What follows belongs to an exercise in optimizing a design on an open flow for small area, a short achievable clock period and few clock cycles per item; a production flow would make more cautious choices. In this exercise RTL edits were held to simulation tests only and were not proved equivalent to the original. Power figures rest on the tool's default switching activity, not on a simulated workload.

### flow/design.v
`default_nettype none
package ufph_pkg;
	localparam int INDEX_W     = 8;
	localparam int KIND_W      = 2;
	localparam int DEF_ENTRIES = 256;
	localparam int LUT_DEPTH   = 1 << INDEX_W;
	localparam logic [KIND_W-1:0] KIND_FIND   = 2'd0;
	localparam logic [KIND_W-1:0] KIND_UNITE  = 2'd1;
	localparam logic [KIND_W-1:0] KIND_CLEAR  = 2'd2;
	typedef struct packed {
		logic [KIND_W-1:0]  kind;
		logic [INDEX_W-1:0] first_index;
		logic [INDEX_W-1:0] second_index;
	} req_t;
	typedef struct packed {
		logic [INDEX_W-1:0] root;
		logic               joined;
	} rsp_t;
endpackage
`default_nettype wire
`default_nettype none
module union_find_path_halving #(
	parameter int ENTRIES = ufph_pkg::DEF_ENTRIES
) (
	input  wire logic            clk,
	input  wire logic            arst_n,
	input  wire logic            req_valid,
	output logic                 req_ready,
	input  wire ufph_pkg::req_t  req_data,
	output logic                 rsp_valid,
	input  wire logic            rsp_ready,
	output ufph_pkg::rsp_t       rsp_data
);
	localparam int DEPTH = (ENTRIES < ufph_pkg::LUT_DEPTH) ? ENTRIES : ufph_pkg::LUT_DEPTH;
	localparam int AW    = (DEPTH > 1) ? $clog2(DEPTH) : 1;
	logic [AW-1:0] wrap_lut [ufph_pkg::LUT_DEPTH];
	for (genvar g = 0; g < ufph_pkg::LUT_DEPTH; g++) begin : g_wrap
		localparam int WRAPPED = g % ENTRIES;
		assign wrap_lut[g] = AW'(WRAPPED);
	end
	logic                        init_q;
	logic                        ready_q;
	logic                        r_vld_q;
	logic [ufph_pkg::KIND_W-1:0] r_kind_q;
	logic [AW-1:0]               r_a_q;
	logic [AW-1:0]               r_b_q;
	logic                        u_uni_q;    
	logic                        u_clr_q;    
	logic [AW-1:0]               u_from_q;
	logic [AW-1:0]               u_to_q;
	logic                        h_vld_q;
	ufph_pkg::rsp_t              h_q;
	logic                        t_vld_q;
	ufph_pkg::rsp_t              t_q;
	logic [DEPTH-1:0][AW-1:0]    tab_q;
	logic                        accept;
	logic                        adv;
	logic                        pop;
	logic                        tab_clr;
	logic [AW-1:0]               ra_raw;
	logic [AW-1:0]               rb_raw;
	logic [AW-1:0]               ra;
	logic [AW-1:0]               rb;
	logic                        differ;
	ufph_pkg::rsp_t              res;
	logic                        r_vld_d;
	logic                        h_vld_d;
	logic                        t_vld_d;
	assign req_ready = ready_q;
	assign accept    = req_valid && ready_q;
	assign adv       = r_vld_q && !(h_vld_q && t_vld_q);
	assign pop       = h_vld_q && rsp_ready;
	assign tab_clr   = u_clr_q || init_q;
	assign ra_raw = tab_q[r_a_q] ^ r_a_q;
	assign rb_raw = tab_q[r_b_q] ^ r_b_q;
	always_comb begin
		ra = ra_raw;
		rb = rb_raw;
		if (u_clr_q) begin
			ra = r_a_q;
			rb = r_b_q;
		end else if (u_uni_q) begin
			if (ra_raw == u_from_q) ra = u_to_q;
			if (rb_raw == u_from_q) rb = u_to_q;
		end
	end
	assign differ = (ra != rb);
	always_comb begin
		res = '0;
		case (r_kind_q)
			ufph_pkg::KIND_FIND: begin
				res.root = ufph_pkg::INDEX_W'(ra);
			end
			ufph_pkg::KIND_UNITE: begin
				res.root   = ufph_pkg::INDEX_W'(ra);
				res.joined = differ;
			end
			default: begin
			end
		endcase
	end
	for (genvar i = 0; i < DEPTH; i++) begin : g_ent
		localparam logic [AW-1:0] IDX = AW'(i);
		always_ff @(posedge clk) begin
			if (tab_clr) begin
				tab_q[i] <= '0;
			end else if (u_uni_q && ((tab_q[i] ^ IDX) == u_from_q)) begin
				tab_q[i] <= u_to_q ^ IDX;
			end
		end
	end
	assign r_vld_d = accept || (r_vld_q && !adv);
	always_comb begin
		h_vld_d = h_vld_q;
		t_vld_d = t_vld_q;
		if (pop) begin
			if (t_vld_q) begin
				t_vld_d = adv;
			end else begin
				h_vld_d = adv;
			end
		end else if (adv) begin
			if (h_vld_q) begin
				t_vld_d = 1'b1;
			end else begin
				h_vld_d = 1'b1;
			end
		end
	end
	always_ff @(posedge clk or negedge arst_n) begin
		if (!arst_n) begin
			init_q  <= 1'b1;
			ready_q <= 1'b0;
			r_vld_q <= 1'b0;
			u_uni_q <= 1'b0;
			u_clr_q <= 1'b0;
			h_vld_q <= 1'b0;
			t_vld_q <= 1'b0;
		end else begin
			init_q  <= 1'b0;
			ready_q <= !(r_vld_d && h_vld_d && t_vld_d);
			r_vld_q <= r_vld_d;
			u_uni_q <= adv && (r_kind_q == ufph_pkg::KIND_UNITE) && differ;
			u_clr_q <= adv && (r_kind_q == ufph_pkg::KIND_CLEAR);
			h_vld_q <= h_vld_d;
			t_vld_q <= t_vld_d;
		end
	end
	always_ff @(posedge clk) begin
		if (accept) begin
			r_kind_q <= req_data.kind;
			r_a_q    <= wrap_lut[req_data.first_index];
			r_b_q    <= wrap_lut[req_data.second_index];
		end
		u_from_q <= ra;
		u_to_q   <= rb;
		if (pop) begin
			if (t_vld_q) begin
				h_q <= t_q;
			end else begin
				h_q <= res;
			end
		end else if (!h_vld_q) begin
			h_q <= res;
		end
		if (adv) begin
			t_q <= res;
		end
	end
	assign rsp_valid = h_vld_q;
	assign rsp_data  = h_q;
endmodule
`default_nettype wire
### flow/run.sh
#!/bin/bash
# synth_recipe.tcl (not shown) runs the flow's synth.tcl, then flattens the netlist and writes it again
# the make line also repeats each setting of config.mk as NAME=value (left out here)
make -C /OpenROAD-flow-scripts/flow DESIGN_CONFIG=/design/flow/config.mk WORK_HOME=/design/flow/orfs CLKGATE_MAP_FILE= SYNTH_SCRIPT=/design/flow/synth_recipe.tcl finish
### flow/config.mk
export PLATFORM = sky130hd
export DESIGN_NAME = union_find_path_halving
export DESIGN_NICKNAME = union_find_path_halving
export VERILOG_FILES = /design/flow/design.v
export SDC_FILE = /design/flow/constraint.sdc
export NUM_CORES = 4
export LEC_CHECK = 0
export CAP_MARGIN = 20
export CORE_MARGIN = 2
export CORE_UTILIZATION = 40
export SLEW_MARGIN = 20
### flow/constraint.sdc
create_clock -name core_clock -period 8.0 [get_ports {clk}]
set_input_delay 1.6000 -clock core_clock [delete_from_list [all_inputs] [get_ports {clk}]]
set_output_delay 1.6000 -clock core_clock [all_outputs]
set_load 0.01 [all_outputs]
==> out/results.txt <==
critical path class - reg -> reg
Final Cycle Share - 0.9311
CP Capture Type - register
Synth Warn # - 2
commonest non-fill, non-tap cell in the layout - mux2i_1
antenna violations before repair - 34
wire length per cell - 33.50 um
Main synth FF type - dfxtp_1
post-synthesis async set-or-reset flop share - 0.003322
H-tree depth - 4
DR vias/cell - 6.465
reg-to-reg startpoint - r_b_q[2]
Final min period - 7.449 ns
Slew Viols, Final - 0
status - finished clean
TritonRoute pass-1 iters - 6
FP Rows - 210
dpl cells - 16670
Resize count post-CTS - 0
skew final - 0.05755 ns
DP HPWL - 378700 um
Finished Layout Cells - 17140
postcts setup bufs - 0
Final Hold Fails - 0
worst setup path startpoint - r_b_q[2]
filler instances - 31090
Worst EP arrival - 8.13 ns
Worst Path Required - 8.68 ns
Yosys reg bits - 2107
Synth cell types - 93
worst slew pin tran - 1.359 ns
Antenna Violating Nets Remaining - 0
initial DRC count - 15810
Routability Congestion - 1.023
die area - 0.3329 mm^2
Worst path most repeated cell - buf_4
total wire length - 574100 um
Port Buffers - 32
CTS sink count - 2107
Post-Syn Instances - 12980
pwr/cell area - 276.0 mW/mm^2
area delta synth->final - 12.10%
Critical Path Source Type - register
TritonCTS Buffers - 241
layout cells sized above 1 - 0.1646
Final Util - 0.4503
Hold/Removal Path Class - reg -> reg
Worst-Skew Late Latency - 0.97 ns
critical-path maximum fanout - 17
root buffer cell - clkbuf_16
Final Cell Area - 0.1472 mm^2
clock buffer depth - 4
final setup vio count - 0
CP cell instances - buf_4 -> buf_4 -> nand3b_1 -> o21ai_0 -> a311oi_1 -> a2111oi_0 -> buf_4 -> or4_1 -> xnor2_1 -> a2111oi_4 -> a31oi_1 -> o31a_1 -> xnor2_1 -> o2111ai_1 -> o21ai_2 -> o21ai_2
share of the synthesized area in the top cell type - 0.3147
maximum clock frequency - 134.2 MHz
Post-synth EDFFs - 36
All-Layer GR Usage - 0.3333
Slew HR - 0.09417
Reg clk slew, reported paths - 0.06 ns
setup_tns - 0 ns
most frequent cells in the layout - mux2i_1 (2497), nor2_1 (2107), dfxtp_1 (2048), xnor2_1 (1059), xor2_1 (1011)
die span in y - 577.0 um
Crit path largest cell delay - 1.14 ns
TritonCTS clock tree - done
first-pass GRT wire length - 807200 um
Boundary Pins - 33
Sequential Area - 0.04264 mm^2
Leak - 0.04857 uW
core area - 0.3269 mm^2
Die Width - 577.0 um
Max-Cap Viols - 0
Top delay family on crit path - compound AO/OA/AOI/OAI gates
Worst VDD drop - 0.0003012 V
Buf+Inv Stages, Crit Path - 3
sequential area share after synthesis - 0.3242
area occupied by multi-input gates - 0.08591 mm^2
RSZ-0062 raised after global routing - false
final global-route overflow total - 0
vias in the first global route - 103000
Net Count, Synth - 13010
# hold bufs at CTS - 0
Synth area leader - dfxtp_1
CP max-delay cell - edfxtp_1
average cell area after synthesis - 10.11 um^2
Nets - 12590
Placement Cell Area - 0.1381 mm^2
Mapped Area - 0.1313 mm^2
largest net degree at the start of global routing - 230
initial core utilization - 0.4017
synth top area cells - dfxtp_1 (31%), mux2i_1 (19%), mux4_2 (14%)
Via Count - 110800
DRC - 0
worst hold start - t_q[0]
==> final timing paths <==
| check | end | slack [ns] | cells past startpoint |
|---|---|---|---|
| worst min-delay path | h_q[0] | 0.54 | 2 |
| worst min register to register | h_q[0] | 0.54 | 2 |
| worst max-delay path | h_q[0] | 0.55 | 16 |
| min in group asynchronous | u_clr_q | 0.93 | 1 |
| worst max register to register | h_q[0] | 0.55 | 16 |
| max in group asynchronous | init_q | 6.76 | 1 |
==> synth_stat cells, types with 30 or more instances <==
cell      count
a221oi_1     44
o22ai_1      52
nand2b_1     30
buf_2        86
mux2i_1    2497
buf_6        52
o21ai_0      60
clkbuf_1    734
mux4_2      816
buf_1       187
a21oi_1     124
nand3_1     343
dfxtp_1    2064
nand2_1     246
a211oi_1     49
xnor2_1    1059
nor2_1     2125
a22oi_1     249
nor4_1      535
buf_4        80
edfxtp_1     36
xor2_1     1011
mux2_2       57
a31oi_1      37
==> stage by stage <==
| stage | total power [uW] | hold slack (ns) | setup WS (ns) |
|---|---|---|---|
| 2_1_floorplan | 21500 | 0.4008 | 3.435 |
| 4_1_cts | 39890 | 0.5384 | 1.111 |
| 3_5_place_dp | 28050 | 0.5216 | 1.104 |
| 5_1_grt | 41360 | 0.5494 | 0.7837 |
| 6_report | 40620 | 0.5403 | 0.5512 |
| 3_3_place_gp | 27970 | 0.5090 | 0.6608 |
==> cells by family (layout without fill, tap and decap cells) <==
group / count (synthesis) / after routing / share of synthesized area
buffers and inverters: 1181 / 974 / 0.04119
xor gates and xnor gates: 2071 / 2071 / 0.1382
other: 1 / 17 / 0.00002856
muxes: 3373 / 3373 / 0.3358
and+or+nand+nor: 3440 / 3440 / 0.1160
AOI/OAI and AO/OA: 810 / 810 / 0.04463
DFF: 2107 / 2107 / 0.3242
==> routing by layer <==
| layer | part of all wire | routed length, um | vias to the layer above | global-route usage |
|---|---|---|---|---|
| li1 | - | - | 45830 | - |
| met1 | 0.39 | 224700 | 55730 | 0.4373 |
| met2 | 0.41 | 234500 | 7343 | 0.4736 |
| met3 | 0.12 | 70360 | 1852 | 0.1017 |
| met4 | 0.077 | 44280 | 34 | 0.2129 |
| met5 | 0.00047 | 267 | - | 0 |
==> worst reg2reg max path, delay by kind of cell (launching register included) <==
family	cells	cell delay, ns
AND/OR/NAND/NOR	2	1.36
flip-flops	1	1.14
AO/OA/AOI/OAI	9	3.21
buffers and inverters	3	1.09
XOR/XNOR	2	0.38
==> sequential cells by signal, indices dropped and copies added (netlist names) <==
name / cells
tab_q: 2048
h_q: 9
t_q: 9
r_a_q: 8
r_b_q: 8
u_from_q: 8
u_to_q: 8
r_kind_q: 2
h_vld_q: 1
init_q: 1
r_vld_q: 1
ready_q: 1
t_vld_q: 1
u_clr_q: 1
u_uni_q: 1
==> power breakdown <==
part / internal [uW] / switching, uW
logic: 4820 / 12300
registers: 10700 / 832
clock network: 6960 / 4990
total: 22500 / 18100
==> area by class of cell <==
type	instances	share of cell area
diodes	16	0.0002720
clock buffers	350	0.04869
clock inverters	97	0.008576
inverters	28	0.001071
multi-input cells	9695	0.5836
flip-flops and latches	2107	0.2897
well taps	4346	0.03694
repair buffers	499	0.03116
Testbench counts, summed over its fixed seeds: cycles 14,416, items 14,400.

[what the ideal ports hide]
The flow's constraints put no driver on any port. The routed layout listed below was extracted and timed again, unchanged, in two steps. Step 1, drivers: a clkbuf_16 drives clk and a buf_2 each remaining input, both assumed. Step 2 adds t to the input delays and takes it off the output delays; t is the mean of the earliest and latest rising clock arrival at the registers after step 1. Input paths then give back, and output paths get back, about the clock's delay inside the block. Three values: ideal ports, drivers, drivers and shift; two values: the first two.
t (ns): 1.054
setup slack, ns: 0.551 / 0.551 / 0.551
latest minus earliest clock arrival (ns): 0.078 / 0.078
pins driven straight from the clock port: 1
After both steps setup and hold are still met in this run. The setup slack of this run moves by 0.000 ns with the drivers and by 0.000 ns with both steps.
